This design comes from an exercise in tuning for small area, a short achievable clock period and few clock cycles per item on the open sky130 flow, not from production work. The RTL was checked by simulation tests, not by an equivalence proof against the original design. Power figures rest on the tool's default switching activity, not on a simulated workload.

// elliptic_roi_crop_mask
module elliptic_roi_crop_mask #(
  parameter int MAX_DIM = MAX_DIM_DEFAULT
) (
  input  logic                     clk,
  input  logic                     rst,
  input  logic                     cfg_write,
  input  logic [CFG_IDX_BITS-1:0]  cfg_index,
  input  logic [CFG_DATA_BITS-1:0] cfg_data,
  input  logic                     in_valid,
  output logic                     in_ready,
  input  logic [PIXEL_BITS-1:0]    in_pixel,
  input  logic                     in_sof,
  output logic                     out_valid,
  input  logic                     out_ready,
  output logic [PIXEL_BITS-1:0]    out_masked_pixel,
  output logic                     out_inside_ellipse,
  output logic [POS_BITS-1:0]      out_crop_col,
  output logic [POS_BITS-1:0]      out_crop_row,
  output logic                     out_last_of_crop
);
export LEC_CHECK = 0
export CAP_MARGIN = 30
export CORE_MARGIN = 2
export CORE_UTILIZATION = 40
export SLEW_MARGIN = 30
create_clock -name core_clock -period 11.0 [get_ports {clk}]
standard.sh (not shown) runs the stock make flow with config.mk's settings and CLKGATE_MAP_FILE= SYNTH_SCRIPT=/design/flow/synth_recipe.tcl, a recipe that flattens the netlist after the stock synthesis.
==> flow/flow/run.sh <==
#!/bin/bash
set -uo pipefail
ADDER_MAP_FILE= bash standard.sh synth > synth.log 2>&1 || exit 1
export SETUP_SLACK_MARGIN=6.2
export BUFFER_PORTS_ARGS="-buffer_cell sky130_fd_sc_hd__buf_2"
bash standard.sh > layout.log 2>&1 || exit 1
The starting point ran to the end with no violations.
Testbench counts at the start, summed over its fixed seeds: cycles 22,949, items 21,528.
Edit:
--- a/flow/flow/run.sh
+++ b/flow/flow/run.sh
@@ -4 +4 @@
-export SETUP_SLACK_MARGIN=6.2
+export SETUP_SLACK_MARGIN=5.7
After rerunning: The changed run finished clean. Power is lower by a few percent. Via count is lower slightly. Design area is lower by a few percent. Non-clock buffer count is lower by 70. Die area is unchanged.
Edit:
--- a/flow/flow/run.sh
+++ b/flow/flow/run.sh
@@ -4 +4 @@
-export SETUP_SLACK_MARGIN=5.7
+export SETUP_SLACK_MARGIN=5.2
The new run finished with timing, DRC and antenna clean. Worst setup slack got worse by 0.47 ns. Via count shrinks by 0.92%. Final cell count barely changes. Maximum frequency shrinks by 8.4%. Clock skew hardly moves. Die area is unchanged. Total power shrinks by 0.47%. Worst hold slack got worse by 0.0032 ns. Clock power hardly moves. Wire length shrinks by 1.3%. Count of clock-buffer cells in the layout shrinks by 4.
Edit:
--- a/flow/flow/run.sh
+++ b/flow/flow/run.sh
@@ -4 +4 @@
-export SETUP_SLACK_MARGIN=5.2
+export SETUP_SLACK_MARGIN=6.7
The changed run went through all stages and came out clean; clock power is higher by about 7%; power is higher by 5.1%; utilization is higher by 5.6 points; final cell count is higher by 5.5%; worst setup slack improved by 1.0 ns; synthesized cell count does not change.


Another version of the RTL of elliptic_roi_crop_mask (not shown whole).
For scale: ~4,100 cells after synthesis.
==> flow/design.v (excerpt) <==
module elliptic_roi_crop_mask #(
  parameter int MAX_DIM = MAX_DIM_DEFAULT
) (
  input  logic                     clk,
  input  logic                     rst,
  input  logic                     cfg_write,
  input  logic [CFG_IDX_BITS-1:0]  cfg_index,
  input  logic [CFG_DATA_BITS-1:0] cfg_data,
  input  logic                     in_valid,
  output logic                     in_ready,
  input  logic [PIXEL_BITS-1:0]    in_pixel,
  input  logic                     in_sof,
  output logic                     out_valid,
  input  logic                     out_ready,
  output logic [PIXEL_BITS-1:0]    out_masked_pixel,
  output logic                     out_inside_ellipse,
  output logic [POS_BITS-1:0]      out_crop_col,
  output logic [POS_BITS-1:0]      out_crop_row,
  output logic                     out_last_of_crop
);
export LEC_CHECK = 0
export CAP_MARGIN = 30
export CORE_MARGIN = 2
export CORE_UTILIZATION = 40
export CTS_BUF_LIST = sky130_fd_sc_hd__clkbuf_8
export SLEW_MARGIN = 30
create_clock -name core_clock -period 11.0 [get_ports {clk}]
==> flow/flow/run.sh <==
#!/bin/bash
set -uo pipefail
ADDER_MAP_FILE= bash standard.sh synth > synth.log 2>&1 || exit 1
export SETUP_SLACK_MARGIN=6.2
export BUFFER_PORTS_ARGS="-buffer_cell sky130_fd_sc_hd__buf_2"
bash standard.sh > layout.log 2>&1 || exit 1
Testbench counts at the start, summed over its fixed seeds: cycles 22,200, items 21,528.
Edit:
Settings changed: CTS_BUF_LIST sky130_fd_sc_hd__clkbuf_8 to default.
The new run finished with timing, DRC and antenna clean.
Sequential share of layout area decreases by 0.19 points.
Sequential power stays flat.
Power rose by 6.1%.
Maximum frequency decreases by about 1.5%.
Non-clock buffer count goes up by 2.
Flip-flop and latch count does not change.
Worst setup slack degrades by 0.072 ns.
Edit:
Settings changed: TNS_END_PERCENT from default to 0.
Outcome:
- The changed run finished with timing, DRC and antenna clean
- die area is unchanged
- utilization came out lower by 0.21 points
- worst setup slack is about the same
- hold slack is about the same
- design area is lower by 0.46%
- routed wire length came out lower by 0.30%
- fmax barely changes
- non-clock buffer count went down by 11
Edit:
==> flow/flow/run.sh (replaced) <==
#!/bin/bash
set -uo pipefail
ADDER_MAP_FILE= bash standard.sh synth > synth.log 2>&1 || exit 1
export SETUP_SLACK_MARGIN=6.4
export BUFFER_PORTS_ARGS="-buffer_cell sky130_fd_sc_hd__buf_2"
bash standard.sh > layout.log 2>&1 || exit 1
Settings changed: CORE_UTILIZATION 40 to 50, CTS_BUF_LIST from default to sky130_fd_sc_hd__clkbuf_8.
=> Global-route usage increases by 5.5 points. Setup slack gains 0.046 ns. Clock power fell by about 8%. Core utilization went up by 11 points. Sequential share of layout area rises by 0.14 points. Wire length hardly moves.
Edit:
==> flow/flow/run.sh (replaced) <==
#!/bin/bash
set -uo pipefail
ADDER_MAP_FILE= bash standard.sh synth > synth.log 2>&1 || exit 1
export SETUP_SLACK_MARGIN=6.6
export BUFFER_PORTS_ARGS="-buffer_cell sky130_fd_sc_hd__buf_2"
bash standard.sh > layout.log 2>&1 || exit 1
Settings changed: CORE_UTILIZATION 50 to 40.
Result: The new run went through all stages and came out clean; routed wire length grows by 4.6%; sequential share of layout area went down by 1.0 points; power came out lower by 1.7%; worst hold slack is about the same; global-route usage shrinks by 5.0 points; flip-flop and latch count does not change; non-clock buffer count came out higher by 68; via count went up by 1.6%.
Edit:
==> flow/flow/run.sh (replaced) <==
#!/bin/bash
set -uo pipefail
ADDER_MAP_FILE= bash standard.sh synth > synth.log 2>&1 || exit 1
export SETUP_SLACK_MARGIN=6.4
export BUFFER_PORTS_ARGS="-buffer_cell sky130_fd_sc_hd__buf_2"
bash standard.sh > layout.log 2>&1 || exit 1
The changed run completed with no timing, DRC or antenna violations.
Non-clock buffer count fell by 52.
Cell area fell slightly.
Worst setup slack gets worse by 0.067 ns.

==> port drivers added, routing unchanged <==
The flow's constraints put no driver on any port. The routed layouts listed below were extracted and timed again, unchanged, in two steps.
Step 1, drivers: a clkbuf_16 drives clk and a buf_2 each remaining input, both assumed.
Step 2 adds t to the input delays and takes it off the output delays; t is the mean of the earliest and latest rising clock arrival at the registers after step 1. Input paths then give back, and output paths get back, about the clock's delay inside the block.
Slacks: ideal / step 1 / step 2; pairs: ideal / step 1.
run | t, ns | setup WS [ns] | worst setup path after step 2 | pins driven straight from the clock port
the first run of note 1 | 0.713 | 6.243 / 6.243 / 6.243 | register to register | 1
the second run of note 1 | 0.704 | 5.923 / 5.923 / 5.923 | register to register | 1
the third run of note 1 | 0.699 | 5.456 / 5.456 / 5.456 | register to register | 1
the fourth run of note 1 | 0.720 | 6.482 / 6.482 / 6.482 | register to register | 1
the first run of note 2 | 0.792 | 6.322 / 6.322 / 5.961 | input to register | 1
the second run of note 2 | 0.702 | 6.250 / 6.250 / 5.997 | input to register | 1
the third run of note 2 | 0.701 | 6.252 / 6.252 / 5.988 | input to register | 1
the fourth run of note 2 | 0.756 | 6.299 / 6.299 / 5.823 | input to register | 1
the fifth run of note 2 | 0.794 | 6.488 / 6.488 / 5.946 | input to register | 1
the sixth run of note 2 | 0.793 | 6.420 / 6.420 / 5.967 | input to register | 1
After both steps setup and hold are still met in every run listed. The setup slack of the fifth run of note 2, which loses most, moves by 0.000 ns with the drivers and by -0.542 ns with both steps.
